This design comes from an exercise in tuning for small area on the open sky130 flow, not from production work. In this exercise RTL edits were held to simulation tests only and were not proved equivalent to the original. No activity file was given, so power comes from the tool's default toggle rates.

$ cat config.mk
export PLATFORM = sky130hd
export DESIGN_NAME = regfile_mp
export DESIGN_NICKNAME = regfile_mp
export VERILOG_FILES = /design/flow/design.v
export SDC_FILE = /design/flow/constraint.sdc
export NUM_CORES = 4
export LEC_CHECK = 0
export CAP_MARGIN = 20
export CORE_MARGIN = 2
export CORE_UTILIZATION = 40
export SLEW_MARGIN = 20
export SYNTH_HIERARCHICAL = 1
export SYNTH_MINIMUM_KEEP_SIZE = 0
$ cat constraint.sdc
create_clock -name core_clock -period 8.0 [get_ports {clk}]
set_input_delay 1.6000 -clock core_clock [delete_from_list [all_inputs] [get_ports {clk}]]
set_output_delay 1.6000 -clock core_clock [all_outputs]
set_load 0.01 [all_outputs]
$ cat design.v
module regfile_mp_dec #(
  parameter int WORDS  = 32,
  parameter int ADDR_W = 5
) (
  input  logic              en_i,
  input  logic [ADDR_W-1:0] addr_i,
  output logic [WORDS-1:0]  dec_o
);
  for (genvar r = 0; r < WORDS; r++) begin : g_dec
    assign dec_o[r] = en_i && (addr_i == ADDR_W'(r));
  end
endmodule
module regfile_mp_bsel (
  input  logic w1_i,
  input  logic be1_i,
  input  logic w0_i,
  input  logic be0_i,
  input  logic v_i,
  output logic s1_o,
  output logic s0_o,
  output logic h_o
);
  assign s1_o = w1_i & be1_i;
  assign s0_o = w0_i & be0_i;
  assign h_o  = v_i & ~s1_o & ~s0_o;
endmodule
module regfile_mp_wbit (
  input  logic s1_i,
  input  logic d1_i,
  input  logic s0_i,
  input  logic d0_i,
  input  logic h_i,
  input  logic q_i,
  output logic d_o
);
  assign d_o = (s1_i & d1_i) | (s0_i & d0_i) | (h_i & q_i);
endmodule
module regfile_mp_aoi3 #(
  parameter int N = 3
) (
  input  logic [N-1:0] sel_i,
  input  logic [N-1:0] d_i,
  output logic         y_n_o
);
  assign y_n_o = ~|(sel_i & d_i);
endmodule
module regfile_mp_aor #(
  parameter int N = 31
) (
  input  logic [N-1:0] sel_i,
  input  logic [N-1:0] d_i,
  output logic         y_o
);
  localparam int G = (N + 2) / 3;
  logic [G-1:0] grp_n;
  for (genvar g = 0; g < G; g++) begin : g_grp
    localparam int LO = 3 * g;
    localparam int NN = (N - LO < 3) ? N - LO : 3;
    regfile_mp_aoi3 #(.N(NN)) u_aoi (
      .sel_i(sel_i[LO +: NN]), .d_i(d_i[LO +: NN]), .y_n_o(grp_n[g]));
  end
  assign y_o = ~&grp_n;
endmodule
module regfile_mp #(
  parameter int WORDS    = 32,
  parameter int BITS     = 32,
  parameter int NUM_RD   = 2,
  parameter int NUM_WR   = 2,
  parameter int BYPASS   = 1,
  parameter int ZERO_REG = 1,
  parameter int ADDR_W   = $clog2(WORDS),
  parameter int LANES    = BITS / 8
) (
  input  logic                     clk,
  input  logic                     rst,
  input  logic [NUM_WR-1:0]        wr_en,
  input  logic [NUM_WR*ADDR_W-1:0] wr_addr,
  input  logic [NUM_WR*BITS-1:0]   wr_data,
  input  logic [NUM_WR*LANES-1:0]  wr_be,
  input  logic [NUM_RD*ADDR_W-1:0] rd_addr,
  output logic [NUM_RD*BITS-1:0]   rd_data,
  output logic [NUM_RD-1:0]        rd_busy,
  input  logic                     sb_set_en,
  input  logic [ADDR_W-1:0]        sb_set_addr,
  output logic [WORDS-1:0]         busy_vec
);
  logic [WORDS-1:0] wdec0, wdec1, sdec;
  regfile_mp_dec #(.WORDS(WORDS), .ADDR_W(ADDR_W)) u_wdec0 (
    .en_i(wr_en[0]), .addr_i(wr_addr[0 +: ADDR_W]), .dec_o(wdec0));
  regfile_mp_dec #(.WORDS(WORDS), .ADDR_W(ADDR_W)) u_wdec1 (
    .en_i(wr_en[1]), .addr_i(wr_addr[ADDR_W +: ADDR_W]), .dec_o(wdec1));
  regfile_mp_dec #(.WORDS(WORDS), .ADDR_W(ADDR_W)) u_sdec (
    .en_i(sb_set_en), .addr_i(sb_set_addr), .dec_o(sdec));
  logic [BITS-1:0] wd0, wd1;
  assign wd0 = wr_data[0 +: BITS];
  assign wd1 = wr_data[BITS +: BITS];
  logic             same_addr;
  logic [LANES-1:0] be0_eff;
  assign same_addr = wr_en[1] && (wr_addr[0 +: ADDR_W] == wr_addr[ADDR_W +: ADDR_W]);
  assign be0_eff   = wr_be[0 +: LANES] & ~({LANES{same_addr}} & wr_be[LANES +: LANES]);
  logic [BITS-1:0]  mem_q [1:WORDS-1];
  logic [BITS-1:0]  mem_d [1:WORDS-1];
  logic [WORDS-1:1] vld_q, hit;
  logic [WORDS-1:1] busy_q;
  for (genvar r = 1; r < WORDS; r++) begin : g_reg
    assign hit[r] = wdec0[r] | wdec1[r];
    for (genvar b = 0; b < LANES; b++) begin : g_lane
      logic s1, s0, hold;
      regfile_mp_bsel u_bsel (
        .w1_i(wdec1[r]), .be1_i(wr_be[LANES + b]),
        .w0_i(wdec0[r]), .be0_i(be0_eff[b]),
        .v_i(vld_q[r]),
        .s1_o(s1), .s0_o(s0), .h_o(hold));
      for (genvar i = b*8; i < b*8 + 8; i++) begin : g_bit
        regfile_mp_wbit u_wbit (
          .s1_i(s1), .d1_i(wd1[i]),
          .s0_i(s0), .d0_i(wd0[i]),
          .h_i(hold), .q_i(mem_q[r][i]),
          .d_o(mem_d[r][i]));
      end
    end
    always_ff @(posedge clk) begin
      mem_q[r] <= mem_d[r];
    end
    always_ff @(posedge clk or posedge rst) begin
      if (rst) begin
        vld_q[r]  <= 1'b0;
        busy_q[r] <= 1'b0;
      end else begin
        vld_q[r]  <= vld_q[r] | hit[r];
        busy_q[r] <= sdec[r] | (busy_q[r] & ~hit[r]);
      end
    end
  end
  assign busy_vec = {busy_q, 1'b0};
  for (genvar p = 0; p < NUM_RD; p++) begin : g_rd
    logic [WORDS-1:0] rdec;
    logic [WORDS-1:1] bsy;
    regfile_mp_dec #(.WORDS(WORDS), .ADDR_W(ADDR_W)) u_rdec (
      .en_i(~rst), .addr_i(rd_addr[p*ADDR_W +: ADDR_W]), .dec_o(rdec));
    for (genvar i = 0; i < BITS; i++) begin : g_bit
      logic [WORDS-1:1] col;
      for (genvar r = 1; r < WORDS; r++) begin : g_col
        assign col[r] = mem_d[r][i];
      end
      regfile_mp_aor #(.N(WORDS-1)) u_aor (
        .sel_i(rdec[WORDS-1:1]), .d_i(col), .y_o(rd_data[p*BITS + i]));
    end
    assign bsy = busy_q & ~hit;
    regfile_mp_aor #(.N(WORDS-1)) u_baor (
      .sel_i(rdec[WORDS-1:1]), .d_i(bsy), .y_o(rd_busy[p]));
  end
endmodule
$ cat run.sh
#!/bin/bash
# synth_recipe.tcl (not shown) runs the flow's synth.tcl, then flattens the netlist and writes it again
# the make line also repeats each setting of config.mk as NAME=value (left out here)
make -C /OpenROAD-flow-scripts/flow DESIGN_CONFIG=/design/flow/config.mk WORK_HOME=/design/flow/orfs CLKGATE_MAP_FILE= SYNTH_SCRIPT=/design/flow/synth_recipe.tcl finish
==> run_results.csv, run 1 <==
group,metric,value,unit
setup_path,max_stage_delay,700,ps
place,routabilityCongestion,1.08,
timing,finalWorstSetupSlack,-23.0,ps
timing,setup_viol,2,
floorplanning,core_area,122000,sq um
clock_network,insertion_delay,760,ps
final_layout,areaGrowthSynthToFinish,24.8,%
global_routing,met3_usage,15.9,%
setup_path,r2r_slack,5820,ps
yosys,synth_warnings,10,
global_routing,grt_pass1_vias,51200,
global_routing,use_met1,52.0,%
setup_path,end_kind,"output port",
floorplanning,die_area,126000,sq um
global_routing,grt_max_degree,55,
setup_path,critical-path-top-delay-family,"simple AND/OR/NAND/NOR gates",
setup_path,worst-path-max-fanout,9,
timing,worstMarginPinSlew,1260,ps
global_routing,grt_antenna_before_repair,26,
power_and_ir_drop,irDropWorstVdd,0.204,mV
setup_path,cp-start-kind,"primary input",
outcome,status,"finished with violations",
timing,drv_slew,0,
floorplanning,die_w,354,um
min_path,hold_start,"mem_q[7][10]",
floorplanning,start_util,40.3,%
final_layout,utilization,50.3,%
timing,rsz0062_at_grt,"false",
flow_run,maxCapViolCount,0,
clock_network,clk_pin_slew_worst_paths,60,ps
global_routing,grt_pass1_wl,382000,um
power_and_ir_drop,p_leak,29.5,nW
power_and_ir_drop,power_per_cell_area,223,nW/um^2
final_layout,final_cell_mix,"1653 x a222oi_1, 999 x inv_1, 992 x dfxtp_1",
place,post-dp-hpwl,187000,um
setup_path,cp-startpoint,"wr_addr[5]",
drt,wl,276000,um
min_path,hp-class,"flip-flop to flip-flop",
timing,period_minus_slack,8020,ps
setup_path,r2r-start,"vld_q[11]",
final_layout,n_fill_cell,11100,
yosys,synth_cells,4745,
timing,finalCritPeriodShare,100,%
clock_network,post-cts-setup-buffer-count,0,
drt,post_drt_wl_per_cell,38.2,um
final_layout,drive_gt1_share,19.7,%
clock_network,cts-root-buf,"clkbuf_16",
global_routing,grt.busiest_layer,"met2",
clock_network,cts_resized,1,
setup_path,cp.required,6400,ps
clock_network,cts_inserted_buffers,112,
timing,fmax,0.125,GHz
yosys,syn_avg_cell_area,10.4,sq um
setup_path,slowest_stage,"clkdlybuf4s50_1",
floorplanning,num_io_pins,200,
clock_network,cts_buffer_depth,3,
setup_path,path_class,"primary input to output port",
final_layout,final_common_cell,"a222oi_1",
timing,final_hold_viol_count,0,
setup_path,path_buf_inv,4,
clock_network,cts_sinks,1054,
clock_network,cts_hold_buf,0,
drt,via_per_inst,7.76,
setup_path,path_cells,"clkdlybuf4s50_1 > or2_1 > nor2_1 > and2_4 > nor3b_2 > a222oi_1 > inv_1 > a222oi_1 > buf_4 > nand4_1 > or3_1 > clkdlybuf4s50_1",
timing,finClkSkew,30.2,ps
yosys,synth_fp_nets,4847,
floorplanning,die_y,354,um
clock_network,cts_tree,"built",
clock_network,ctsHtreeMaxLevel,3,
drt,drt_iter0_drc,18500,
place,io_buffers,198,
global_routing,grt-ovfl-total,0,
setup_path,arrival,6420,ps
drt,vias,56100,
outcome,failed_layout_checks,"setup timing",
drt,first_pass_iters,15,
floorplanning,rows,128,
global_routing,use_met2,58.2,%
timing,setup_tns,-40.4,ps
timing,slew_headroom,15.8,%
drt,route.detailed.drc,0,
yosys,netlist_area,49100,sq um
global_routing,grt_usage,41.5,%
drt,ant_nets,0,
final_layout,nNetsFinal,5560,
==> worst register-to-register path, delay by kind of cell (launching register included) <==
| family | cells | cell delay [ps] |
|---|---|---|
| compound gates | 1 | 220 |
| buf+inv | 1 | 160 |
| flops | 1 | 920 |
| simple gates | 1 | 810 |
==> final timing paths <==
kind / endpoint / cells past startpoint
worst min-delay path: mem_q[7][10] / 2
worst max register to register: mem_q[11][5] / 3
worst max-delay path: rd_data[50] / 12
worst min register to register: mem_q[7][10] / 2
max in group asynchronous: vld_q[5] / 3
min in group asynchronous: vld_q[4] / 2
==> sequential cells by signal, indices dropped and copies added (netlist names) <==
name / count
vld_q: 31
mem_q: 992
busy_q: 31
==> metal layers <==
metal  wire length (um)  part of all wire, %
met5                391                 0.14
met4              21700                  7.9
met3              45300                   16
met2             111000                   40
met1              98000                   36
==> power breakdown <==
part | leakage, nW | internal [mW] | switching, mW
Clock | 2.06 | 3.56 | 2.38
Sequential | 8.74 | 5.56 | 0.355
Combinational | 18.7 | 0.574 | 1.25
==> final cells by class <==
class                           instances  area [sq um]  share of cell area (%)
Antenna cell                           48           120                   0.196
Clock buffer                          168          3500                    5.72
Clock inverter                         42           648                    1.06
Inverter                             1000          3750                    6.13
Multi-Input combinational cell       2675         24400                    39.8
Sequential cell                      1054         21400                    34.9
Tap cell                             1625          2030                    3.32
Timing Repair Buffer                  615          5400                    8.81
==> per-stage QoR <==
| step | power (mW) | setup slack, ps | hold slack [ps] | cells | area [sq um] |
|---|---|---|---|---|---|
| after CTS | 13.5 | 24.8 | 492 | 7177 | 61100 |
| final | 13.7 | -23.0 | 494 | 7227 | 61300 |
| after global routing | 13.9 | 18.0 | 511 | 7187 | 61200 |
| after detailed placement | 7.69 | -235 | 477 | 6967 | 57000 |
| after floorplan | 6.64 | 1080 | 457 | 4745 | 49100 |
| after global placement | 7.67 | -265 | 466 | 6967 | 57000 |
==> run 2: changes to the inputs <==
--- a/design.v
+++ b/design.v
@@ -11,17 +11,23 @@
   end
 endmodule
-module regfile_mp_bsel (
-  input  logic w1_i,
-  input  logic be1_i,
-  input  logic w0_i,
-  input  logic be0_i,
-  input  logic v_i,
-  output logic s1_o,
-  output logic s0_o,
-  output logic h_o
+module regfile_mp_dec_n #(
+  parameter int WORDS  = 32,
+  parameter int ADDR_W = 5
+) (
+  input  logic              en_i,
+  input  logic [ADDR_W-1:0] addr_i,
+  output logic [WORDS-1:0]  dec_n_o
 );
-  assign s1_o = w1_i & be1_i;
-  assign s0_o = w0_i & be0_i;
-  assign h_o  = v_i & ~s1_o & ~s0_o;
+  for (genvar r = 0; r < WORDS; r++) begin : g_dec
+    assign dec_n_o[r] = !(en_i && (addr_i == ADDR_W'(r)));
+  end
+endmodule
+module regfile_mp_nor #(
+  parameter int N = 2
+) (
+  input  logic [N-1:0] a_i,
+  output logic         y_o
+);
+  assign y_o = ~|a_i;
 endmodule
 module regfile_mp_wbit (
@@ -85,11 +91,11 @@
   output logic [WORDS-1:0]         busy_vec
 );
-  logic [WORDS-1:0] wdec0, wdec1, sdec;
-  regfile_mp_dec #(.WORDS(WORDS), .ADDR_W(ADDR_W)) u_wdec0 (
-    .en_i(wr_en[0]), .addr_i(wr_addr[0 +: ADDR_W]), .dec_o(wdec0));
-  regfile_mp_dec #(.WORDS(WORDS), .ADDR_W(ADDR_W)) u_wdec1 (
-    .en_i(wr_en[1]), .addr_i(wr_addr[ADDR_W +: ADDR_W]), .dec_o(wdec1));
-  regfile_mp_dec #(.WORDS(WORDS), .ADDR_W(ADDR_W)) u_sdec (
-    .en_i(sb_set_en), .addr_i(sb_set_addr), .dec_o(sdec));
+  logic [WORDS-1:0] wdec0_n, wdec1_n, sdec_n;
+  regfile_mp_dec_n #(.WORDS(WORDS), .ADDR_W(ADDR_W)) u_wdec0 (
+    .en_i(wr_en[0]), .addr_i(wr_addr[0 +: ADDR_W]), .dec_n_o(wdec0_n));
+  regfile_mp_dec_n #(.WORDS(WORDS), .ADDR_W(ADDR_W)) u_wdec1 (
+    .en_i(wr_en[1]), .addr_i(wr_addr[ADDR_W +: ADDR_W]), .dec_n_o(wdec1_n));
+  regfile_mp_dec_n #(.WORDS(WORDS), .ADDR_W(ADDR_W)) u_sdec (
+    .en_i(sb_set_en), .addr_i(sb_set_addr), .dec_n_o(sdec_n));
   logic [BITS-1:0] wd0, wd1;
   assign wd0 = wr_data[0 +: BITS];
@@ -99,4 +105,7 @@
   assign same_addr = wr_en[1] && (wr_addr[0 +: ADDR_W] == wr_addr[ADDR_W +: ADDR_W]);
   assign be0_eff   = wr_be[0 +: LANES] & ~({LANES{same_addr}} & wr_be[LANES +: LANES]);
+  logic [LANES-1:0] be1_n, be0_n;
+  assign be1_n = ~wr_be[LANES +: LANES];
+  assign be0_n = ~be0_eff;
   logic [BITS-1:0]  mem_q [1:WORDS-1];
   logic [BITS-1:0]  mem_d [1:WORDS-1];
@@ -104,12 +113,12 @@
   logic [WORDS-1:1] busy_q;
   for (genvar r = 1; r < WORDS; r++) begin : g_reg
-    assign hit[r] = wdec0[r] | wdec1[r];
+    logic vld_n;
+    assign hit[r] = ~(wdec0_n[r] & wdec1_n[r]);
+    assign vld_n  = ~vld_q[r];
     for (genvar b = 0; b < LANES; b++) begin : g_lane
       logic s1, s0, hold;
-      regfile_mp_bsel u_bsel (
-        .w1_i(wdec1[r]), .be1_i(wr_be[LANES + b]),
-        .w0_i(wdec0[r]), .be0_i(be0_eff[b]),
-        .v_i(vld_q[r]),
-        .s1_o(s1), .s0_o(s0), .h_o(hold));
+      regfile_mp_nor #(.N(2)) u_s1 (.a_i({wdec1_n[r], be1_n[b]}), .y_o(s1));
+      regfile_mp_nor #(.N(2)) u_s0 (.a_i({wdec0_n[r], be0_n[b]}), .y_o(s0));
+      regfile_mp_nor #(.N(3)) u_h  (.a_i({s1, s0, vld_n}), .y_o(hold));
       for (genvar i = b*8; i < b*8 + 8; i++) begin : g_bit
         regfile_mp_wbit u_wbit (
@@ -129,5 +138,5 @@
       end else begin
         vld_q[r]  <= vld_q[r] | hit[r];
-        busy_q[r] <= sdec[r] | (busy_q[r] & ~hit[r]);
+        busy_q[r] <= ~sdec_n[r] | (busy_q[r] & ~hit[r]);
       end
     end
==> flow/run.sh (new file) <==
#!/bin/bash
# Own layout flow: the standard ORFS flow, with these changes:
#  - ports buffered with the smallest buffer (buf_1) instead of clkdlybuf4s50_1;
#  - clock tree built from clkbuf_8 (clusters of up to 24 sinks) without dummy loads.
# Everything else (synthesis, floorplan, power grid, placement, routing) is the
# standard flow. Each tool's output stays in its ORFS log under orfs/logs; the
# make output goes to flow_make.log.
set -euo pipefail
bash standard.sh \
  "BUFFER_PORTS_ARGS=-buffer_cell sky130_fd_sc_hd__buf_1" \
  "CTS_ARGS=-sink_clustering_enable -repair_clock_nets -dont_use_dummy_load -buf_list sky130_fd_sc_hd__clkbuf_8 -sink_clustering_size 24" \
  finish > flow_make.log 2>&1
==> standard.sh (new file) <==
#!/bin/bash
# synth_recipe.tcl (not shown) runs the flow's synth.tcl, then flattens the netlist and writes it again
# the make line also repeats each setting of config.mk as NAME=value (left out here)
make -C /OpenROAD-flow-scripts/flow DESIGN_CONFIG=/design/flow/config.mk WORK_HOME=/design/flow/orfs CLKGATE_MAP_FILE= SYNTH_SCRIPT=/design/flow/synth_recipe.tcl "${@:-finish}"
--- a/config.mk
+++ b/config.mk
@@ -7,6 +7,9 @@
 export LEC_CHECK = 0
 export CAP_MARGIN = 20
+export CELL_PAD_IN_SITES_DETAIL_PLACEMENT = 1
+export CELL_PAD_IN_SITES_GLOBAL_PLACEMENT = 1
 export CORE_MARGIN = 2
-export CORE_UTILIZATION = 40
+export CORE_UTILIZATION = 30
+export PLACE_DENSITY = 0.5
 export SLEW_MARGIN = 20
 export SYNTH_HIERARCHICAL = 1
removed: run.sh
==> run 2 against run 1 <==
  * Still fails the layout checks on setup timing
  * Cell count rose by 4.7%
  * Routed wire length rose by 16%
  * Sequential cell count stayed put
  * Utilization shrank 14 points
  * Global-route usage shrank 4.1 points
  * Largest power group is now registers
  * Worst setup slack gained 16 ps
==> run_results.csv, run 2 <==
group,metric,value,unit
outcome,status,"finished with violations",
outcome,failed_layout_checks,"setup timing",
final_layout,final_common_cell,"a222oi_1",
clock_network,cts_tree,"built",
clock_network,cts_buffer_depth,3,
min_path,hold_start,"mem_q[25][25]",
setup_path,cp.required,6400,ps
setup_path,end_kind,"output port",
timing,drv_slew,0,
timing,finClkSkew,63.7,ps
timing,period_minus_slack,8010,ps
final_layout,n_fill_cell,18000,
drt,vias,55300,
timing,fmax,0.125,GHz
final_layout,drive_gt1_share,14.8,%
setup_path,cp-startpoint,"wr_addr[5]",
clock_network,cts-root-buf,"clkbuf_8",
setup_path,path_buf_inv,3,
setup_path,path_cells,"buf_1 > nor2_1 > nand2_1 > nor2_1 > nor3_2 > a222oi_1 > inv_1 > a222oi_1 > nand4_1 > or3_1 > buf_1",
final_layout,largest_reg_flops,992,
floorplanning,die_y,403,um
place,post-dp-hpwl,217000,um
setup_path,r2r-start,"vld_q[23]",
drt,via_per_inst,7.31,
drt,wl,319000,um
timing,slew_headroom,19.5,%
power_and_ir_drop,irDropWorstVdd,0.132,mV
final_layout,design_area,56900,sq um
place,pre_cts_ws,205,ps
yosys,syn_avg_cell_area,9.99,sq um
clock_network,post-cts-setup-buffer-count,0,
final_layout,nNetsFinal,5587,
global_routing,grt_max_degree,45,
drt,ant_nets,0,
drt,first_pass_iters,11,
timing,finalCritPeriodShare,100,%
timing,rsz0062_at_grt,"false",
floorplanning,num_io_pins,200,
setup_path,critical-path-top-delay-family,"simple AND/OR/NAND/NOR gates",
clock_network,ctsHtreeMaxLevel,4,
floorplanning,die_w,403,um
place,routabilityCongestion,0.989,
timing,final_hold_viol_count,0,
setup_path,cp-start-kind,"primary input",
setup_path,r2r_slack,5810,ps
final_layout,final_cell_mix,"1652 x a222oi_1, 1027 x inv_1, 992 x dfxtp_1",
clock_network,cts_sinks,1054,
floorplanning,rows,146,
final_layout,regMostFlops,"mem_q",
setup_path,critPathCapture,"rd_data[35]",
flow_run,maxCapViolCount,0,
final_layout,largestRegisters,"mem_q: 992 flops, busy_q: 31 flops, vld_q: 31 flops",
global_routing,grt-ovfl-total,0,
yosys,synth_fp_nets,4878,
power_and_ir_drop,power,14.3,mW
power_and_ir_drop,p_leak,26.0,nW
min_path,hp-class,"flip-flop to flip-flop",
floorplanning,die_area,162000,sq um
setup_path,r2r_end,"mem_q[23][21]",
setup_path,rr_worst_depth,4,
timing,worstMarginPinSlew,1200,ps
drt,post_drt_wl_per_cell,42.1,um
setup_path,arrival,6410,ps
drt,drt_iter0_drc,14500,
global_routing,grt_pass1_vias,52300,
setup_path,path_depth,11,
clock_network,cts_hold_buf,0,
final_layout,areaGrowthSynthToFinish,19.4,%
clock_network,cts_inserted_buffers,200,
place,place_area,54100,sq um
timing,setup_viol,1,
place,dpl.cell_count,7355,
yosys,synth_warnings,10,
global_routing,grt_antenna_before_repair,26,
setup_path,path_class,"primary input to output port",
setup_path,max_stage_delay,910,ps
floorplanning,start_util,30.1,%
yosys,netlist_area,47700,sq um
yosys,synth_cells,4776,
power_and_ir_drop,power_per_cell_area,251,nW/um^2
clock_network,insertion_delay,980,ps
setup_path,slowest_stage,"nor2_1",
timing,finalWorstSetupSlack,-6.59,ps
drt,route.detailed.drc,0,
clock_network,cts_resized,0,
setup_path,worst-path-max-fanout,9,
global_routing,grt_pass1_wl,428000,um
timing,holdWs,491,ps
floorplanning,core_area,158000,sq um
global_routing,grt_usage,37.4,%
clock_network,clk_pin_slew_worst_paths,50,ps
place,io_buffers,198,
final_layout,layoutNonFillerInstCount,7570,
run 2: report_power, final:
part	internal (mW)	switching, mW
sequential	6.41	0.370
clock	2.18	2.31
combinational	1.04	1.97
total	9.63	4.65
run 2: how the worst min path moves through the flow:
| stage | endpoint | slack [ps] | cells past startpoint |
|---|---|---|---|
| after floorplan | mem_q[10][0] | 460 | 2 |
| after global placement | mem_q[25][24] | 470 | 2 |
| after detailed placement | mem_q[3][17] | 480 | 2 |
| after CTS | mem_q[3][17] | 490 | 2 |
| after global routing | mem_q[3][22] | 510 | 2 |
| final | mem_q[25][25] | 490 | 2 |
run 2: through the flow:
step,util (%),TNS [ps]
final,36.0,-6.59
after global routing,36.0,0
after CTS,36.0,0
after detailed placement,34.2,0
after global placement,34.2,0
after floorplan,-,-1100
run 2: metal layers:
layer / share of wire (%) / track usage [%] / vias up / routed length [um]
met3: 13 / 12.2 / 694 / 41700
met5: 0.17 / 2.14 / - / 538
li1: - / - / 22100 / -
met2: 42 / 54.7 / 4249 / 133000
met1: 39 / 48.7 / 28300 / 126000
met4: 5.6 / 19.4 / 10 / 17900
run 2: layout make-up:
type	count	area (sq um)	share of cell area, %
Sequential cell	1054	21400	37.6
Antenna cell	15	37.5	0.0659
Timing Repair Buffer	523	3430	6.02
Multi-Input combinational cell	2676	22800	40.1
Clock buffer	200	2750	4.83
Inverter	1030	3870	6.79
Tap cell	2072	2590	4.55
run 2: tightest hold or removal path, stage by stage, from the launching register on:
cell	delay [ps]
dfxtp_1	300
a222oi_1	70
inv_1	90
==> run 3: changes to the inputs <==
--- a/config.mk
+++ b/config.mk
@@ -12,4 +12,5 @@
 export CORE_UTILIZATION = 30
 export PLACE_DENSITY = 0.5
+export SETUP_SLACK_MARGIN = 0.3
 export SLEW_MARGIN = 20
 export SYNTH_HIERARCHICAL = 1
==> run 3 against run 2 <==
  * The run now finishes clean
  * Critical path type unchanged
  * Sequential cell count unchanged
  * Critical endpoint is now rd_data[34]
  * Cell count about the same
  * Highest routed layer unchanged
  * Hold slack improved by 0.71 ps
  * Clock power about the same
==> run_results.csv, run 3 <==
group,metric,value,unit
setup_path,arrival,6170,ps
timing,slew_headroom,17.0,%
flow_run,maxCapViolCount,0,
clock_network,cts_buffer_depth,3,
min_path,holdPathStages,2,
final_layout,final_cell_mix,"1652 x a222oi_1, 1027 x inv_1, 992 x dfxtp_1",
yosys,netlist_area,47700,sq um
drt,post_drt_wl_per_cell,42.1,um
place,routabilityCongestion,0.989,
timing,worstMarginPinSlew,1240,ps
power_and_ir_drop,switchingPower,4.65,mW
floorplanning,start_util,30.1,%
timing,setup_viol,0,
timing,finClkSkew,60.0,ps
timing,holdWs,492,ps
global_routing,grt_max_degree,45,
floorplanning,die_y,403,um
clock_network,cts_tree,"built",
clock_network,clk_pin_slew_worst_paths,50,ps
drt,ant_nets,0,
power_and_ir_drop,p_leak,26.0,nW
global_routing,grt_pass1_vias,52300,
drt,first_pass_iters,14,
timing,setup_tns,0,ps
place,place_area,54100,sq um
clock_network,cts_sinks,1054,
timing,finalCritPeriodShare,97.1,%
floorplanning,core_area,158000,sq um
global_routing,grt-ovfl-total,0,
clock_network,cts-root-buf,"clkbuf_8",
place,pre_cts_ws,205,ps
clock_network,cts_hold_buf,0,
setup_path,cp-start-kind,"primary input",
final_layout,final_common_cell,"a222oi_1",
final_layout,design_area,57000,sq um
timing,drv_slew,0,
timing,fmax,0.129,GHz
final_layout,regMostFlops,"mem_q",
yosys,synth_cells,4776,
yosys,synth_warnings,10,
drt,wl,319000,um
floorplanning,num_io_pins,200,
floorplanning,die_area,162000,sq um
drt,drt_iter0_drc,14400,
outcome,status,"no timing/DRC/antenna violations",
final_layout,largestRegisters,"mem_q: 992 flops, busy_q: 31 flops, vld_q: 31 flops",
final_layout,nNetsFinal,5587,
yosys,synth_fp_nets,4878,
timing,period_minus_slack,7770,ps
min_path,hp-class,"flip-flop to flip-flop",
place,io_buffers,198,
place,post-dp-hpwl,217000,um
power_and_ir_drop,power.share.clock,31.4,%
setup_path,cp.required,6400,ps
timing,finalWorstSetupSlack,231,ps
timing,final_hold_viol_count,0,
yosys,syn_avg_cell_area,9.99,sq um
power_and_ir_drop,power_frac_seq,47.5,%
power_and_ir_drop,p_int,9.64,mW
power_and_ir_drop,p_comb_share,21.1,%
final_layout,areaGrowthSynthToFinish,19.5,%
power_and_ir_drop,power_per_cell_area,251,nW/um^2
global_routing,grt_usage,37.4,%
floorplanning,die_w,403,um
power_and_ir_drop,power,14.3,mW
timing,rsz0062_at_grt,"true",
drt,via_per_inst,7.30,
clock_network,insertion_delay,970,ps
power_and_ir_drop,irDropWorstVdd,0.132,mV
clock_network,ctsHtreeMaxLevel,4,
setup_path,path_class,"primary input to output port",
drt,route.detailed.drc,0,
final_layout,n_fill_cell,18000,
floorplanning,rows,146,
clock_network,post-cts-setup-buffer-count,0,
global_routing,grt_pass1_wl,428000,um
setup_path,rr_worst_depth,4,
global_routing,grt_antenna_before_repair,26,
final_layout,largest_reg_flops,992,
setup_path,worst-path-max-fanout,9,
setup_path,end_kind,"output port",
final_layout,drive_gt1_share,15.2,%
power_and_ir_drop,switching_share,32.6,%
clock_network,cts_inserted_buffers,200,
drt,vias,55200,
## run 3: path summary, 6_finish.rpt
kind                               start             to  slack, ps
max reg2reg                    vld_q[23]  mem_q[23][21]       5830
max                           wr_addr[5]    rd_data[34]        230
min reg2reg                mem_q[20][16]  mem_q[20][16]        490
min                        mem_q[20][16]  mem_q[20][16]        490
min in group asynchronous            rst     busy_q[19]        970
max in group asynchronous            rst       vld_q[6]       6320
## run 3: layer usage
metal / vias to the layer above / global-route usage (%) / routed length, um
met5: - / 2.14 / 618
met2: 4278 / 54.7 / 133000
li1: 22100 / - / -
met4: 12 / 19.4 / 18000
met3: 695 / 12.2 / 42100
met1: 28100 / 48.7 / 125000
## run 3: critical path, cell delays in order
cell	delay, ps
buf_1	290
and2_1	440
nand2_1	690
nor2_2	640
nor3_2	210
a222oi_1	400
inv_1	160
a222oi_1	590
nand4_1	400
or3_1	560
buf_1	170
## run 3: what timing repair did
action | 4_1_cts | 5_1_grt
cloned | 0 | 0
setup endpoints to repair | 5 | 44
hold endpoints to repair | 0 | 0
gates resized for setup | 1 | 24
pin swaps | 0 | 0
## run 3: layout make-up
cell class / instances / area, sq um / area share (%)
Multi-Input combinational cell: 2676 / 22900 / 40.2
Tap cell: 2072 / 2590 / 4.55
Clock buffer: 200 / 2750 / 4.83
Antenna cell: 9 / 22.5 / 0.0395
Sequential cell: 1054 / 21400 / 37.6
Timing Repair Buffer: 523 / 3430 / 6.01
Inverter: 1030 / 3870 / 6.79
## run 3: stage by stage
stage / util (%) / std cells
6_report: 36.0 / 7564
5_1_grt: 36.0 / 7557
4_1_cts: 36.0 / 7555
3_5_place_dp: 34.2 / 7355
3_3_place_gp: 34.2 / 7355
2_1_floorplan: - / 4776
## run 3: power groups by stage
stage / logic, mW / registers, mW / clock network, mW
4_1_cts: 2.93 / 6.76 / 4.55
3_3_place_gp: 2.83 / 6.82 / 0
6_report: 3.02 / 6.78 / 4.49
2_1_floorplan: 1.86 / 6.73 / 0
5_1_grt: 3.25 / 6.86 / 4.75
3_5_place_dp: 2.91 / 6.86 / 0
==> run 4: changes to the inputs <==
==> flow/run.sh (replaced) <==
#!/bin/bash
# Own layout flow: the standard ORFS flow, with these changes:
#  - ports buffered with the smallest buffer (buf_1) instead of clkdlybuf4s50_1;
#  - clock tree built from clkbuf_16 (clusters of up to 24 sinks, 100 um across) without dummy loads.
# Everything else (synthesis, floorplan, power grid, placement, routing) is the
# standard flow. Each tool's output stays in its ORFS log under orfs/logs; the
# make output goes to flow_make.log.
set -euo pipefail
bash standard.sh \
  "BUFFER_PORTS_ARGS=-buffer_cell sky130_fd_sc_hd__buf_1" \
  "CTS_ARGS=-sink_clustering_enable -repair_clock_nets -dont_use_dummy_load -buf_list sky130_fd_sc_hd__clkbuf_16 -sink_clustering_size 24 -sink_clustering_max_diameter 100" \
  finish > flow_make.log 2>&1
==> run 4 against run 3 <==
  * Still clean
  * Total power shrank 9.7%
  * Clock power shrank about 30%
  * First-iteration DRC count shrank 1.7%
  * Sequential cell count is the same
  * Worst setup slack gained 13 ps
  * Critical path depth grew 1
  * Via count shrank 1.7%
  * Register-to-register slack lost 60 ps
  * Non-clock buffer count grew 1
  * Combinational power is essentially flat
  * Routed wire length shrank 0.71%
  * Cell area shrank 2.4%
  * Critical endpoint is now rd_data[43]
  * Highest routed layer unchanged
==> run_results.csv, run 4 <==
group,metric,value,unit
outcome,status,"no timing/DRC/antenna violations",
final_layout,final_common_cell,"a222oi_1",
min_path,hold_start,"mem_q[7][4]",
floorplanning,rows,146,
global_routing,grt_pass1_wl,425000,um
clock_network,cts-root-buf,"clkbuf_16",
setup_path,cp-start-kind,"primary input",
yosys,synth_warnings,10,
drt,route.detailed.drc,0,
clock_network,cts_inserted_buffers,53,
clock_network,insertion_delay,730,ps
drt,post_drt_wl_per_cell,42.6,um
drt,vias,54300,
place,routabilityCongestion,0.989,
drt,drt_iter0_drc,14200,
drt,via_per_inst,7.31,
yosys,synth_cells,4776,
global_routing,use_met2,54.3,%
power_and_ir_drop,p_leak,25.2,nW
floorplanning,die_area,162000,sq um
final_layout,largestRegisters,"mem_q: 992 flops, busy_q: 31 flops, vld_q: 31 flops",
flow_run,maxCapViolCount,0,
drt,wl,316000,um
setup_path,r2r_slack,5770,ps
clock_network,clk_pin_slew_worst_paths,80,ps
clock_network,cts_sinks,1054,
setup_path,r2r-start,"vld_q[11]",
final_layout,largest_reg_flops,992,
final_layout,regMostFlops,"mem_q",
floorplanning,core_area,158000,sq um
floorplanning,start_util,30.1,%
power_and_ir_drop,irDropWorstVdd,0.169,mV
final_layout,areaGrowthSynthToFinish,16.6,%
timing,slew_headroom,14.4,%
drt,first_pass_iters,11,
timing,final_hold_viol_count,0,
global_routing,grt_pass1_vias,51100,
power_and_ir_drop,power,12.9,mW
min_path,hp-class,"flip-flop to flip-flop",
floorplanning,die_y,403,um
place,io_buffers,198,
yosys,synth_fp_nets,4878,
final_layout,nNetsFinal,5441,
setup_path,path_class,"primary input to output port",
timing,period_minus_slack,7760,ps
yosys,netlist_area,47700,sq um
setup_path,rr_worst_depth,5,
global_routing,grt-ovfl-total,0,
clock_network,cts_hold_buf,0,
place,dpl.cell_count,7355,
setup_path,cp.required,6400,ps
floorplanning,num_io_pins,200,
timing,drv_slew,0,
timing,setup_viol,0,
final_layout,layoutNonFillerInstCount,7422,
place,post-dp-hpwl,217000,um
clock_network,cts_tree,"built",
global_routing,use_met1,49.2,%
clock_network,cts_buffer_depth,3,
drt,ant_nets,0,
timing,fmax,0.129,GHz
final_layout,final_cell_mix,"1652 x a222oi_1, 1026 x inv_1, 992 x dfxtp_1",
floorplanning,die_w,403,um
clock_network,ctsHtreeMaxLevel,2,
global_routing,grt_antenna_before_repair,25,
global_routing,met3_usage,10.7,%
min_path,hold_path_end,"mem_q[7][4]",
global_routing,grt.busiest_layer,"met2",
timing,finClkSkew,52.8,ps
timing,holdWs,504,ps
global_routing,grt_max_degree,45,
timing,worstMarginPinSlew,1280,ps
setup_path,r2r_end,"mem_q[11][26]",
setup_path,arrival,6160,ps
power_and_ir_drop,power_per_cell_area,232,nW/um^2
setup_path,worst-path-max-fanout,9,
min_path,holdPathStages,2,
setup_path,end_kind,"output port",
timing,finalCritPeriodShare,97.0,%
timing,rsz0062_at_grt,"true",
yosys,syn_avg_cell_area,9.99,sq um
global_routing,grt_usage,37.0,%
final_layout,n_fill_cell,18000,
final_layout,drive_gt1_share,12.9,%
-- run 4: cell count changes in the layout (fill, tap and decap cells not counted), moves of 2 or more --
cell / change
nand2_1: +2
diode_2: +4
clkbuf_16: +53
clkbuf_8: -200
nand2_2: -2
nor2_2: +2
nor2_1: -2
-- run 4: worst max path at each step --
stage / endpoint / cells past startpoint / slack [ps] / from
CTS: rd_data[16] / 11 / 350 / wr_addr[9]
detailed placement: rd_data[52] / 11 / 200 / wr_addr[5]
floorplan: rd_data[0] / 9 / -20 / wr_addr[6]
global placement: rd_data[20] / 11 / 250 / wr_addr[5]
global route: rd_data[3] / 14 / 290 / wr_addr[3]
finish: rd_data[43] / 12 / 240 / wr_addr[1]
-- run 4: worst max-delay path, stage by stage --
cell and delay, ps:
buf_1 190, nor2b_1 360, buf_4 240, nand2_1 610
nor2_1 900, nor3_2 280, a222oi_1 370, inv_1 130
a222oi_1 410, nand4_1 350, or3_1 540, buf_1 160
-- run 4: what timing repair did --
item | in CTS | in global routing
buffers inserted | 0 | 0
setup endpoints to repair | 5 | 45
gates resized for setup | 1 | 24
-- run 4: final cells by class --
cell class	instances	area [sq um]	share of cell area, %
flip-flops and latches	1054	21400	38.5
multi-input cells	2676	22900	41.2
inverters	1030	3870	6.96
diodes	13	32.5	0.0585
repair buffers	524	3450	6.21
well taps	2072	2590	4.66
clock buffers	53	1330	2.39
-- run 4: per-stage QoR --
step / setup TNS [ps] / util (%) / setup WS (ps) / area [sq um]
after CTS: 0 / 35.1 / 354 / 55500
after detailed placement: 0 / 34.2 / 205 / 54100
after floorplan: -1100 / - / -17.2 / 47700
after global routing: 0 / 35.1 / 286 / 55600
after global placement: 0 / 34.2 / 247 / 54100
final: 0 / 35.1 / 244 / 55600
-- run 4: where the power goes --
part	internal, mW	switching, mW
sequential	6.39	0.369
clock	1.18	1.95
combinational	1.05	1.97
total	8.62	4.28
-- run 4: metal layers --
| metal | up-vias | wire, um |
|---|---|---|
| met1 | 27900 | 127000 |
| met2 | 3928 | 132000 |
| met4 | 10 | 18000 |
| met5 | - | 253 |
| li1 | 21800 | - |
| met3 | 603 | 39400 |
==> run 5: changes to the inputs <==
--- a/config.mk
+++ b/config.mk
@@ -10,6 +10,6 @@
 export CELL_PAD_IN_SITES_GLOBAL_PLACEMENT = 1
 export CORE_MARGIN = 2
-export CORE_UTILIZATION = 30
-export PLACE_DENSITY = 0.5
+export CORE_UTILIZATION = 40
+export PLACE_DENSITY = 0.55
 export SETUP_SLACK_MARGIN = 0.3
 export SLEW_MARGIN = 20
==> run 5 against run 4 <==
  * Still clean on timing, DRC and antenna
  * Cell area fell by 1.8%
  * Clock-buffer cell count shrank 2
  * Synthesized cell count unchanged
  * Critical path depth fell by 1
  * Via count rose by 2.2%
  * Clock skew decreased by 8.2 ps
  * Routed wire length decreased by 6.1%
  * Utilization rose by 11 points
  * Die area is 25% lower
==> run_results.csv, run 5 <==
group,metric,value,unit
outcome,status,"no timing/DRC/antenna violations",
timing,finalCritPeriodShare,97.4,%
timing,final_hold_viol_count,0,
global_routing,grt_pass1_wl,406000,um
flow_run,maxCapViolCount,0,
min_path,hp-class,"flip-flop to flip-flop",
place,pre_cts_ws,356,ps
final_layout,nNetsFinal,5413,
setup_path,path_class,"primary input to output port",
final_layout,regMostFlops,"mem_q",
place,dpl.cell_count,6793,
global_routing,grt_max_degree,63,
final_layout,drive_gt1_share,12.4,%
power_and_ir_drop,power,12.8,mW
timing,holdWs,501,ps
timing,drv_slew,0,
floorplanning,die_y,349,um
final_layout,design_area,54600,sq um
drt,via_per_inst,8.07,
power_and_ir_drop,irDropWorstVdd,0.178,mV
clock_network,insertion_delay,740,ps
final_layout,areaGrowthSynthToFinish,14.5,%
drt,wl,297000,um
floorplanning,num_io_pins,200,
drt,ant_nets,0,
place,io_buffers,198,
timing,finalWorstSetupSlack,206,ps
yosys,synth_fp_nets,4878,
drt,route.detailed.drc,0,
setup_path,arrival,6190,ps
power_and_ir_drop,power_frac_seq,52.8,%
clock_network,cts_buffer_depth,3,
power_and_ir_drop,power_per_cell_area,234,nW/um^2
timing,worstMarginPinSlew,1300,ps
clock_network,cts_hold_buf,0,
clock_network,cts-root-buf,"clkbuf_16",
timing,fmax,0.128,GHz
timing,rsz0062_at_grt,"true",
setup_path,cp-start-kind,"primary input",
drt,first_pass_iters,12,
setup_path,path_cells,"clkbuf_2 > nor2_1 > nand2_1 > nor2_1 > nor3_2 > a222oi_1 > inv_1 > a222oi_1 > nand4_1 > or3_1 > buf_1",
yosys,netlist_area,47700,sq um
final_layout,final_common_cell,"a222oi_1",
power_and_ir_drop,power.share.clock,23.8,%
power_and_ir_drop,switching_share,32.9,%
power_and_ir_drop,p_int,8.58,mW
clock_network,post-cts-setup-buffer-count,0,
floorplanning,rows,126,
final_layout,layoutNonFillerInstCount,6876,
place,post-dp-hpwl,199000,um
floorplanning,start_util,40.4,%
setup_path,slowest_stage,"nor2_1",
clock_network,cts_inserted_buffers,51,
floorplanning,die_w,349,um
global_routing,grt_pass1_vias,51900,
timing,slew_headroom,12.9,%
place,place_area,53200,sq um
place,routabilityCongestion,1.04,
clock_network,ctsHtreeMaxLevel,2,
power_and_ir_drop,p_leak,25.0,nW
clock_network,cts_sinks,1054,
drt,vias,55500,
final_layout,n_fill_cell,13400,
global_routing,grt_antenna_before_repair,40,
clock_network,cts_tree,"built",
power_and_ir_drop,p_comb_share,23.4,%
setup_path,max_stage_delay,900,ps
final_layout,largestRegisters,"mem_q: 992 flops, busy_q: 31 flops, vld_q: 31 flops",
global_routing,grt-ovfl-total,0,
drt,drt_iter0_drc,16300,
timing,setup_viol,0,
global_routing,grt_usage,46.4,%
timing,period_minus_slack,7790,ps
drt,post_drt_wl_per_cell,43.2,um
setup_path,worst-path-max-fanout,9,
final_layout,final_cell_mix,"1652 x a222oi_1, 1028 x inv_1, 992 x dfxtp_1",
clock_network,clk_pin_slew_worst_paths,80,ps
yosys,synth_warnings,10,
setup_path,cp.required,6400,ps
floorplanning,die_area,122000,sq um
final_layout,largest_reg_flops,992,
power_and_ir_drop,switchingPower,4.20,mW
setup_path,end_kind,"output port",
floorplanning,core_area,118000,sq um
timing,finClkSkew,44.6,ps
yosys,syn_avg_cell_area,9.99,sq um
yosys,synth_cells,4776,
==> run 5: timing repair <==
item | 4_1_cts | 5_1_grt
resized for setup | 0 | 24
endpoints found under the hold margin | 0 | 0
endpoints found under the setup margin | 0 | 59
==> run 5: final cells by class <==
class / count / area (sq um) / area share, %
well taps: 1536 / 1920 / 3.52
clock buffers: 51 / 1280 / 2.34
multi-input cells: 2676 / 22900 / 42.0
flip-flops and latches: 1054 / 21400 / 39.2
repair buffers: 498 / 3130 / 5.73
diodes: 31 / 77.6 / 0.142
inverters: 1030 / 3870 / 7.08
==> run 5: per-layer routing <==
metal	vias to the layer above	track usage, %	share of wire [%]
met5	-	3.52	0.15
met4	21	32.5	8.0
met3	973	16.7	15
met2	4919	65.9	41
met1	27800	57.8	36
li1	21800	-	-
==> run 5: worst max-delay path: cells and delay by family <==
| kind | cells | cell delay (ps) |
|---|---|---|
| buf+inv | 3 | 480 |
| compound gates | 2 | 860 |
| simple gates | 6 | 3230 |
==> run 5: power by group through the flow <==
| stage | registers, mW | logic, mW | clock network [mW] |
|---|---|---|---|
| floorplan | 6.73 | 1.86 | 0 |
| global placement | 6.80 | 2.77 | 0 |
| detailed placement | 6.85 | 2.87 | 0 |
| CTS | 6.73 | 2.88 | 3.03 |
| global route | 6.84 | 3.22 | 3.20 |
| finish | 6.75 | 2.99 | 3.04 |
==> run 5: final timing paths <==
path	slack, ps	end	cells after the start	start
max reg2reg	5840	mem_q[31][26]	4	vld_q[31]
min in group asynchronous	1340	vld_q[8]	3	rst
max	210	rd_data[4]	11	wr_addr[0]
min reg2reg	500	mem_q[10][29]	2	mem_q[10][29]
min	500	mem_q[10][29]	2	mem_q[10][29]
max in group asynchronous	5990	busy_q[21]	3	rst
==> run 5: metrics by stage <==
step	TNS [ps]	utilization [%]
global route	0	46.2
finish	0	46.2
CTS	0	46.1
detailed placement	0	45.0
global placement	0	45.0
floorplan	-1100	-
==> run 6: changes to the inputs <==
--- a/config.mk
+++ b/config.mk
@@ -6,5 +6,5 @@
 export NUM_CORES = 4
 export LEC_CHECK = 0
-export CAP_MARGIN = 20
+export CAP_MARGIN = 12
 export CELL_PAD_IN_SITES_DETAIL_PLACEMENT = 1
 export CELL_PAD_IN_SITES_GLOBAL_PLACEMENT = 1
@@ -13,5 +13,5 @@
 export PLACE_DENSITY = 0.55
 export SETUP_SLACK_MARGIN = 0.3
-export SLEW_MARGIN = 20
+export SLEW_MARGIN = 12
 export SYNTH_HIERARCHICAL = 1
 export SYNTH_MINIMUM_KEEP_SIZE = 0
==> run 6 against run 5 <==
  * Non-clock buffer count shrank 2
  * Utilization about the same
  * Still clean
  * Synthesized cell count stayed put
  * Clock power about the same
  * Global-route usage barely moved
  * Register-to-register slack lost 20 ps
  * Worst setup slack got worse by 47 ps
  * Critical path type unchanged
==> run_results.csv, run 6 <==
group,metric,value,unit
outcome,status,"no timing/DRC/antenna violations",
place,io_buffers,198,
drt,ant_nets,0,
timing,finClkSkew,52.1,ps
power_and_ir_drop,power_per_cell_area,234,nW/um^2
floorplanning,die_y,349,um
timing,setup_tns,0,ps
power_and_ir_drop,power,12.8,mW
global_routing,grt_pass1_vias,51900,
timing,finalCritPeriodShare,98.0,%
timing,period_minus_slack,7840,ps
place,pre_cts_ws,353,ps
final_layout,final_common_cell,"a222oi_1",
yosys,synth_cells,4776,
final_layout,regMostFlops,"mem_q",
setup_path,cp-startpoint,"wr_addr[6]",
clock_network,cts_buffer_depth,3,
final_layout,areaGrowthSynthToFinish,14.5,%
min_path,hold_start,"mem_q[22][24]",
timing,fmax,0.128,GHz
clock_network,cts_tree,"built",
clock_network,clk_pin_slew_worst_paths,100,ps
place,post-dp-hpwl,199000,um
global_routing,grt_usage,46.4,%
timing,setup_viol,0,
timing,finalWorstSetupSlack,158,ps
clock_network,cts_sinks,1054,
drt,via_per_inst,8.07,
final_layout,layoutNonFillerInstCount,6862,
floorplanning,rows,126,
setup_path,cp.required,6400,ps
global_routing,grt-ovfl-total,0,
global_routing,grt_max_degree,63,
drt,wl,297000,um
flow_run,maxCapViolCount,0,
final_layout,largestRegisters,"mem_q: 992 flops, busy_q: 31 flops, vld_q: 31 flops",
setup_path,worst-path-max-fanout,9,
yosys,synth_fp_nets,4878,
min_path,hp-class,"flip-flop to flip-flop",
drt,drt_iter0_drc,16100,
timing,worstMarginPinSlew,1380,ps
clock_network,ctsHtreeMaxLevel,2,
floorplanning,core_area,118000,sq um
clock_network,cts-root-buf,"clkbuf_16",
timing,drv_slew,0,
final_layout,n_fill_cell,13400,
final_layout,largest_reg_flops,992,
clock_network,insertion_delay,740,ps
clock_network,cts_hold_buf,0,
drt,post_drt_wl_per_cell,43.3,um
floorplanning,die_w,349,um
setup_path,arrival,6240,ps
floorplanning,die_area,122000,sq um
setup_path,path_class,"primary input to output port",
final_layout,nNetsFinal,5411,
setup_path,end_kind,"output port",
final_layout,drive_gt1_share,12.8,%
power_and_ir_drop,irDropWorstVdd,0.183,mV
yosys,syn_avg_cell_area,9.99,sq um
timing,slew_headroom,7.78,%
clock_network,post-cts-setup-buffer-count,0,
yosys,synth_warnings,10,
place,routabilityCongestion,1.04,
floorplanning,num_io_pins,200,
drt,route.detailed.drc,0,
setup_path,r2r-start,"vld_q[7]",
final_layout,utilization,46.2,%
clock_network,cts_inserted_buffers,51,
place,dpl.cell_count,6792,
global_routing,grt_pass1_wl,406000,um
setup_path,cp-start-kind,"primary input",
floorplanning,start_util,40.4,%
final_layout,final_cell_mix,"1652 x a222oi_1, 1028 x inv_1, 992 x dfxtp_1",
yosys,netlist_area,47700,sq um
global_routing,grt_antenna_before_repair,26,
drt,vias,55300,
timing,final_hold_viol_count,0,
timing,rsz0062_at_grt,"true",
drt,first_pass_iters,14,
power_and_ir_drop,p_leak,25.0,nW
==> run 6: cell count changes in the layout (fill, tap and decap cells not counted), moves of 2 or more <==
cell / previous run / this run
buf_1: 132 / 134
buf_12: 4 / 2
clkbuf_2: 66 / 64
diode_2: 31 / 19
nand2_1: 158 / 161
nand2_2: 3 / 0
nor2_1: 233 / 203
nor2_2: 18 / 46
nor2_4: 62 / 64
==> run 6: worst paths after layout <==
path	end	slack [ps]	depth (start not counted)
worst max-delay path	rd_data[42]	160	11
worst min-delay path	mem_q[22][24]	500	2
worst max register to register	mem_q[7][9]	5820	4
worst min register to register	mem_q[22][24]	500	2
max in group asynchronous	busy_q[5]	6020	3
min in group asynchronous	vld_q[8]	1360	3
==> run 6: cell type report <==
type / count / area (sq um) / area share, %
inverter: 1030 / 3870 / 7.08
tap: 1536 / 1920 / 3.52
timing repair buffer: 496 / 3090 / 5.65
multi-input combinational: 2676 / 23000 / 42.1
sequential: 1054 / 21400 / 39.2
clock buffer: 51 / 1280 / 2.34
antenna: 19 / 47.5 / 0.0871
==> run 6: report_power, final <==
group / switching (mW) / internal, mW / leakage (nW)
Clock: 1.88 / 1.14 / 0.629
Sequential: 0.359 / 6.39 / 8.92
Combinational: 1.95 / 1.04 / 15.4
==> run 6: layer usage <==
metal  global-route usage, %  routed length (um)  up-vias  share of wire [%]
met5                    1.12                 272        -              0.091
met4                    31.8               24000       20                8.1
met3                    17.7               46100      949                 15
met2                    66.3              121000     4811                 41
met1                    57.3              106000    27800                 36
li1                        -                   -    21800                  -
==> run 6: what timing repair did <==
item | 4_1_cts | 5_1_grt
endpoints found under the hold margin | 0 | 0
resized for setup | 0 | 52
setup endpoints to repair | 0 | 58
==> run 6: critical path, cell delays in order <==
cell      delay, ps
buf_1           310
nor2b_1         620
nand2_1         540
nor2_1          820
nor3_2          270
a222oi_1        360
inv_1           120
a222oi_1        590
nand4_1         340
or3_1           500
buf_1           150
==> run 6: metrics by stage <==
step / cell area (sq um) / hold WS, ps
after floorplan: 47700 / 457
after global placement: 53100 / 466
after detailed placement: 53100 / 478
after CTS: 54400 / 499
after global routing: 54600 / 522
final: 54600 / 504
==> run 7: changes to the inputs <==
==> flow/run.sh (replaced) <==
#!/bin/bash
# Own layout flow: the standard ORFS flow, with these changes:
#  - ports buffered with the smallest buffer (buf_1) instead of clkdlybuf4s50_1;
#  - clock tree built from clkbuf_16 (clusters of up to 20 sinks, 90 um across) without dummy loads.
# Everything else (synthesis, floorplan, power grid, placement, routing) is the
# standard flow. Each tool's output stays in its ORFS log under orfs/logs; the
# make output goes to flow_make.log.
set -euo pipefail
bash standard.sh \
  "BUFFER_PORTS_ARGS=-buffer_cell sky130_fd_sc_hd__buf_1" \
  "CTS_ARGS=-sink_clustering_enable -repair_clock_nets -dont_use_dummy_load -buf_list sky130_fd_sc_hd__clkbuf_16 -sink_clustering_size 20 -sink_clustering_max_diameter 90" \
  finish > flow_make.log 2>&1
--- a/config.mk
+++ b/config.mk
@@ -6,12 +6,12 @@
 export NUM_CORES = 4
 export LEC_CHECK = 0
-export CAP_MARGIN = 12
+export CAP_MARGIN = 5
 export CELL_PAD_IN_SITES_DETAIL_PLACEMENT = 1
 export CELL_PAD_IN_SITES_GLOBAL_PLACEMENT = 1
 export CORE_MARGIN = 2
-export CORE_UTILIZATION = 40
-export PLACE_DENSITY = 0.55
+export CORE_UTILIZATION = 30
+export PLACE_DENSITY = 0.6
 export SETUP_SLACK_MARGIN = 0.3
-export SLEW_MARGIN = 12
+export SLEW_MARGIN = 5
 export SYNTH_HIERARCHICAL = 1
 export SYNTH_MINIMUM_KEEP_SIZE = 0
==> run 7 against run 6 <==
  * Clock-buffer cell count grew 9
  * Clock power grew 8.3%
  * Critical path depth grew 1
  * Synthesized cell count is the same
  * Register-to-register slack is essentially flat
  * Sequential share of layout area shrank 0.50 points
  * The layout now fails its checks (capacitance limit)
  * First-iteration DRC count shrank 1.4%
  * Combinational power grew 3%
==> run_results.csv, run 7 <==
group,metric,value,unit
power_and_ir_drop,power_per_cell_area,237,nW/um^2
setup_path,path_class,"primary input to output port",
yosys,synth_cells,4776,
final_layout,largest_reg_flops,992,
power_and_ir_drop,irDropWorstVdd,0.174,mV
clock_network,clk_pin_slew_worst_paths,60,ps
flow_run,maxCapViolCount,1,
setup_path,path_cells,"buf_1 > nor2b_1 > buf_4 > nand2_1 > nor2_1 > nor3_2 > a222oi_1 > inv_1 > a222oi_1 > nand4_1 > or3_1 > buf_1",
final_layout,areaGrowthSynthToFinish,16.0,%
floorplanning,start_util,30.1,%
outcome,failed_layout_checks,"capacitance limit",
floorplanning,rows,146,
floorplanning,core_area,158000,sq um
drt,route.detailed.drc,0,
timing,worstMarginPinSlew,1500,ps
timing,setup_tns,0,ps
yosys,syn_avg_cell_area,9.99,sq um
min_path,hold_path_end,"mem_q[2][8]",
setup_path,path_depth,12,
min_path,holdPathStages,2,
setup_path,slowest_stage,"nor2_1",
final_layout,largestRegisters,"mem_q: 992 flops, busy_q: 31 flops, vld_q: 31 flops",
setup_path,r2r_end,"mem_q[16][20]",
min_path,hold_start,"mem_q[2][8]",
clock_network,cts_buffer_depth,3,
global_routing,grt_max_degree,63,
yosys,netlist_area,47700,sq um
clock_network,cts_inserted_buffers,60,
drt,ant_nets,0,
setup_path,worst-path-max-fanout,9,
floorplanning,die_y,403,um
place,routabilityCongestion,1.02,
final_layout,drive_gt1_share,12.4,%
place,post-dp-hpwl,205000,um
final_layout,n_fill_cell,17900,
timing,holdWs,497,ps
setup_path,cp-start-kind,"primary input",
setup_path,r2r_slack,5830,ps
final_layout,final_cell_mix,"1652 x a222oi_1, 1028 x inv_1, 992 x dfxtp_1",
clock_network,cts-root-buf,"clkbuf_16",
power_and_ir_drop,p_leak,25.0,nW
setup_path,max_stage_delay,900,ps
clock_network,post-cts-setup-buffer-count,0,
min_path,hp-class,"flip-flop to flip-flop",
global_routing,grt_usage,36.2,%
setup_path,rr_worst_depth,4,
setup_path,path_buf_inv,4,
drt,via_per_inst,7.52,
yosys,synth_fp_nets,4878,
drt,wl,311000,um
clock_network,cts_sinks,1054,
timing,fmax,0.128,GHz
yosys,synth_warnings,10,
timing,period_minus_slack,7830,ps
timing,slew_headroom,-0.0126,%
timing,finClkSkew,37.0,ps
global_routing,grt_antenna_before_repair,43,
drt,drt_iter0_drc,15900,
setup_path,critical-path-top-delay-family,"simple AND/OR/NAND/NOR gates",
drt,first_pass_iters,13,
place,io_buffers,198,
setup_path,arrival,6230,ps
timing,final_hold_viol_count,0,
timing,rsz0062_at_grt,"true",
outcome,status,"finished with violations",
global_routing,grt_pass1_vias,52500,
setup_path,r2r-start,"vld_q[16]",
drt,post_drt_wl_per_cell,42.1,um
timing,drv_slew,1,
floorplanning,die_w,403,um
final_layout,nNetsFinal,5394,
clock_network,insertion_delay,740,ps
final_layout,utilization,35.0,%
timing,setup_viol,0,
drt,vias,55500,
floorplanning,num_io_pins,200,
setup_path,cp.required,6400,ps
floorplanning,die_area,162000,sq um
clock_network,cts_tree,"built",
global_routing,grt_pass1_wl,420000,um
clock_network,ctsHtreeMaxLevel,2,
timing,finalCritPeriodShare,97.9,%
global_routing,grt-ovfl-total,0,
final_layout,final_common_cell,"a222oi_1",
final_layout,regMostFlops,"mem_q",
setup_path,end_kind,"output port",
==> run 7: area by class of cell <==
| type | instances | area (sq um) | share of cell area (%) |
|---|---|---|---|
| diodes | 21 | 52.6 | 0.0950 |
| clock buffers | 60 | 1500 | 2.71 |
| inverters | 1030 | 3870 | 6.99 |
| multi-input cells | 2676 | 23000 | 41.5 |
| flip-flops and latches | 1054 | 21400 | 38.7 |
| well taps | 2072 | 2590 | 4.69 |
| repair buffers | 470 | 2920 | 5.27 |
==> run 7: worst max path at each step <==
stage,startpoint,end,slack [ps]
final,wr_addr[1],rd_data[51],170
after detailed placement,wr_addr[3],rd_data[19],160
after global placement,wr_addr[3],rd_data[51],310
after floorplan,wr_addr[6],rd_data[0],-20
after CTS,wr_addr[7],rd_data[19],300
after global routing,wr_addr[1],rd_data[48],230
==> run 7: worst register-to-register path, cell delays in order, from the launching register on <==
cell and delay, ps:
dfrtp_1 340, inv_1 420, nor3_2 930, a222oi_1 210, inv_1 180
==> run 7: stage by stage <==
step	setup slack [ps]	std cells	total power [mW]	area, sq um
floorplan	-17.2	4776	8.59	47700
detailed placement	158	7302	9.81	53600
global placement	313	7302	9.65	53600
finish	170	7383	13.1	55300
CTS	300	7362	13.0	55100
global route	229	7365	13.6	55300
==> run 7: metal layers <==
metal  GRT usage, %  share of wire, %  up-vias
li1               -                 -    21700
met2           51.6                41     4819
met4           23.9               7.8       24
met3           13.7                15      988
met5           1.46              0.11        -
met1           45.1                36    28000
==> run 7: what timing repair did <==
action | 4_1_cts | 5_1_grt
hold buffers | 0 | 0
endpoints found under the setup margin | 13 | 53
resized for setup | 3 | 40
pin swaps | 0 | 1
gates cloned | 0 | 0
==> run 7: report_power, final <==
group          leakage (nW)  internal, mW  total [mW]  switching, mW
clock network         0.740          1.33        3.27           1.95
registers              8.92          6.40        6.77          0.375
logic                  15.3          1.04        3.08           2.04
total                  25.0          8.76        13.1           4.36
==> run 8: changes to the inputs <==
--- a/design.v
+++ b/design.v
@@ -144,15 +144,38 @@
   assign busy_vec = {busy_q, 1'b0};
   for (genvar p = 0; p < NUM_RD; p++) begin : g_rd
-    logic [WORDS-1:0] rdec;
-    logic [WORDS-1:1] bsy;
+    logic [ADDR_W-1:0] ra;
+    logic [WORDS-1:0]  rdec;
+    logic [WORDS-1:1]  sel, bsy;
+    logic [BITS-1:0]   stored;
+    logic              bh0, bh1, ok;
+    assign ra = rd_addr[p*ADDR_W +: ADDR_W];
     regfile_mp_dec #(.WORDS(WORDS), .ADDR_W(ADDR_W)) u_rdec (
-      .en_i(~rst), .addr_i(rd_addr[p*ADDR_W +: ADDR_W]), .dec_o(rdec));
+      .en_i(~rst), .addr_i(ra), .dec_o(rdec));
+    assign sel = rdec[WORDS-1:1] & vld_q;
     for (genvar i = 0; i < BITS; i++) begin : g_bit
       logic [WORDS-1:1] col;
       for (genvar r = 1; r < WORDS; r++) begin : g_col
-        assign col[r] = mem_d[r][i];
+        assign col[r] = mem_q[r][i];
       end
       regfile_mp_aor #(.N(WORDS-1)) u_aor (
-        .sel_i(rdec[WORDS-1:1]), .d_i(col), .y_o(rd_data[p*BITS + i]));
+        .sel_i(sel), .d_i(col), .y_o(stored[i]));
+    end
+    assign bh0 = wr_en[0] && (wr_addr[0 +: ADDR_W] == ra);
+    assign bh1 = wr_en[1] && (wr_addr[ADDR_W +: ADDR_W] == ra);
+    assign ok  = !rst && (ra != '0);
+    for (genvar b = 0; b < LANES; b++) begin : g_lane
+      logic m1, m0, bs1, bs0, keep;
+      assign m1   = bh1 & wr_be[LANES + b];
+      assign m0   = bh0 & be0_eff[b];
+      assign bs1  = ok & m1;
+      assign bs0  = ok & m0;
+      assign keep = ~m1 & ~m0;
+      for (genvar i = b*8; i < b*8 + 8; i++) begin : g_bit
+        regfile_mp_wbit u_rbit (
+          .s1_i(bs1), .d1_i(wd1[i]),
+          .s0_i(bs0), .d0_i(wd0[i]),
+          .h_i(keep), .q_i(stored[i]),
+          .d_o(rd_data[p*BITS + i]));
+      end
     end
     assign bsy = busy_q & ~hit;
==> flow/run.sh (replaced) <==
#!/bin/bash
# Own layout flow: the standard ORFS flow, with these changes:
#  - ports buffered with the smallest buffer (buf_1) instead of clkdlybuf4s50_1;
#  - clock tree built from clkbuf_8 (clusters of up to 24 sinks) without dummy loads.
# Everything else (synthesis, floorplan, power grid, placement, routing) is the
# standard flow. Each tool's output stays in its ORFS log under orfs/logs; the
# make output goes to flow_make.log.
set -euo pipefail
bash standard.sh \
  "BUFFER_PORTS_ARGS=-buffer_cell sky130_fd_sc_hd__buf_1" \
  "CTS_ARGS=-sink_clustering_enable -repair_clock_nets -dont_use_dummy_load -buf_list sky130_fd_sc_hd__clkbuf_8 -sink_clustering_size 24" \
  finish > flow_make.log 2>&1
--- a/config.mk
+++ b/config.mk
@@ -6,12 +6,12 @@
 export NUM_CORES = 4
 export LEC_CHECK = 0
-export CAP_MARGIN = 5
+export CAP_MARGIN = 20
 export CELL_PAD_IN_SITES_DETAIL_PLACEMENT = 1
 export CELL_PAD_IN_SITES_GLOBAL_PLACEMENT = 1
 export CORE_MARGIN = 2
 export CORE_UTILIZATION = 30
-export PLACE_DENSITY = 0.6
+export PLACE_DENSITY = 0.5
 export SETUP_SLACK_MARGIN = 0.3
-export SLEW_MARGIN = 5
+export SLEW_MARGIN = 20
 export SYNTH_HIERARCHICAL = 1
 export SYNTH_MINIMUM_KEEP_SIZE = 0
==> run 8 against run 7 <==
  * Now clean on timing, DRC and antenna
  * Hold slack gained 12 ps
  * Sequential share of layout area shrank 1.5 points
  * First-iteration DRC count grew 8.7%
  * Routed wire length grew 11%
  * Non-clock buffer count shrank 27
  * Sequential power grew 13%
  * Sequential cell count is the same
  * Global-route usage grew 3.0 points
  * Critical path depth shrank 2
  * Worst setup slack gained 170 ps
  * Clock power grew 37%
  * Critical endpoint is now rd_data[45]
==> run_results.csv, run 8 <==
group,metric,value,unit
floorplanning,rows,148,
setup_path,worst-path-max-fanout,32,
place,pre_cts_ws,472,ps
clock_network,cts_inserted_buffers,199,
clock_network,cts-root-buf,"clkbuf_8",
final_layout,design_area,57600,sq um
final_layout,final_cell_mix,"1716 x a222oi_1, 1091 x inv_1, 992 x dfxtp_1",
clock_network,cts_resized,0,
setup_path,cp-start-kind,"primary input",
timing,rsz0062_at_grt,"false",
place,dpl.cell_count,7634,
timing,period_minus_slack,7660,ps
final_layout,regMostFlops,"mem_q",
setup_path,path_class,"primary input to output port",
final_layout,nNetsFinal,5762,
clock_network,insertion_delay,1000,ps
min_path,hp-class,"flip-flop to flip-flop",
place,post-dp-hpwl,226000,um
final_layout,drive_gt1_share,12.8,%
timing,finalWorstSetupSlack,344,ps
flow_run,maxCapViolCount,0,
global_routing,grt_usage,39.2,%
timing,finalCritPeriodShare,95.7,%
global_routing,grt_pass1_vias,54300,
clock_network,cts_buffer_depth,3,
setup_path,arrival,6060,ps
floorplanning,die_area,168000,sq um
timing,fmax,0.131,GHz
clock_network,cts_tree,"built",
power_and_ir_drop,power_per_cell_area,254,nW/um^2
timing,worstMarginPinSlew,1280,ps
power_and_ir_drop,power,14.6,mW
final_layout,final_common_cell,"a222oi_1",
timing,slew_headroom,14.6,%
global_routing,grt_pass1_wl,462000,um
drt,post_drt_wl_per_cell,44.1,um
power_and_ir_drop,irDropWorstVdd,0.198,mV
outcome,status,"no timing/DRC/antenna violations",
floorplanning,core_area,163000,sq um
setup_path,end_kind,"output port",
timing,setup_viol,0,
setup_path,cp-startpoint,"rd_addr[6]",
clock_network,cts_sinks,1054,
min_path,hold_start,"mem_q[25][1]",
drt,wl,346000,um
drt,vias,58700,
yosys,syn_avg_cell_area,9.81,sq um
final_layout,layoutNonFillerInstCount,7855,
setup_path,cp.required,6400,ps
place,place_area,54800,sq um
drt,via_per_inst,7.47,
global_routing,grt_max_degree,34,
power_and_ir_drop,p_leak,26.6,nW
drt,ant_nets,0,
floorplanning,die_y,410,um
timing,drv_slew,0,
timing,finClkSkew,67.6,ps
yosys,synth_warnings,10,
clock_network,ctsHtreeMaxLevel,4,
floorplanning,start_util,30.3,%
place,io_buffers,198,
global_routing,grt_antenna_before_repair,45,
yosys,synth_cells,5033,
final_layout,areaGrowthSynthToFinish,16.6,%
global_routing,grt-ovfl-total,0,
setup_path,r2r-start,"vld_q[23]",
place,routabilityCongestion,1.02,
clock_network,clk_pin_slew_worst_paths,50,ps
drt,route.detailed.drc,0,
final_layout,largest_reg_flops,992,
timing,setup_tns,0,ps
timing,final_hold_viol_count,0,
yosys,synth_fp_nets,5135,
floorplanning,die_w,410,um
drt,drt_iter0_drc,17300,
clock_network,post-cts-setup-buffer-count,0,
final_layout,largestRegisters,"mem_q: 992 flops, busy_q: 31 flops, vld_q: 31 flops",
yosys,netlist_area,49400,sq um
drt,first_pass_iters,15,
floorplanning,num_io_pins,200,
clock_network,cts_hold_buf,0,
[run 8: cell types whose count changed in the layout (fill, tap and decap cells not counted), moves of 25 or more]
cell,previous run,this run
a222oi_1,1652,1716
and2_2,0,61
buf_4,268,243
clkbuf_16,60,0
clkbuf_8,0,199
inv_1,1028,1091
nor2_1,212,330
nor2_2,38,1
nor2_4,63,0
[run 8: final cells by class]
class | instances | area [sq um]
fill | 18600 | 106000
multi-input combinational | 2866 | 23900
sequential | 1054 | 21400
inverter | 1096 | 4120
clock buffer | 199 | 2740
tap | 2175 | 2720
timing repair buffer | 443 | 2670
antenna | 22 | 55.1
[run 8: through the flow]
stage,util (%),hold slack [ps]
after floorplan,-,468
after global placement,33.6,480
after detailed placement,33.6,494
after CTS,35.3,509
after global routing,35.3,528
final,35.3,509
[run 8: path summary, 6_finish.rpt]
kind	to	slack, ps	depth (start not counted)
max	rd_data[45]	340	10
max in group asynchronous	vld_q[12]	6510	4
min reg2reg	mem_q[25][1]	510	2
min	mem_q[25][1]	510	2
max reg2reg	mem_q[23][13]	5790	4
min in group asynchronous	vld_q[15]	1020	3
[run 8: routing by layer]
layer	track usage (%)	routed length [um]
met1	51.2	135000
met2	53.3	136000
met4	23.4	22600
met5	1.47	952
met3	16.0	51100
[run 8: power breakdown]
group	internal (mW)	switching, mW
Clock	2.17	2.31
Sequential	6.43	1.23
Combinational	1.08	1.41
[run 8: worst max-delay path, cell delays in order]
cell	delay [ps]
buf_1	620
nand2b_1	570
nor2_1	170
and2_2	630
a222oi_1	710
nand4_1	530
or3_1	510
a222oi_1	430
inv_1	100
buf_1	140

Setup slack of run 8, layout unchanged: 0.344 ns with ideal ports, 0.311 ns with driving cells assumed (clock clkbuf_16, inputs buf_2), 0.311 ns with port delays also shifted by the 1.059 ns mid clock arrival.
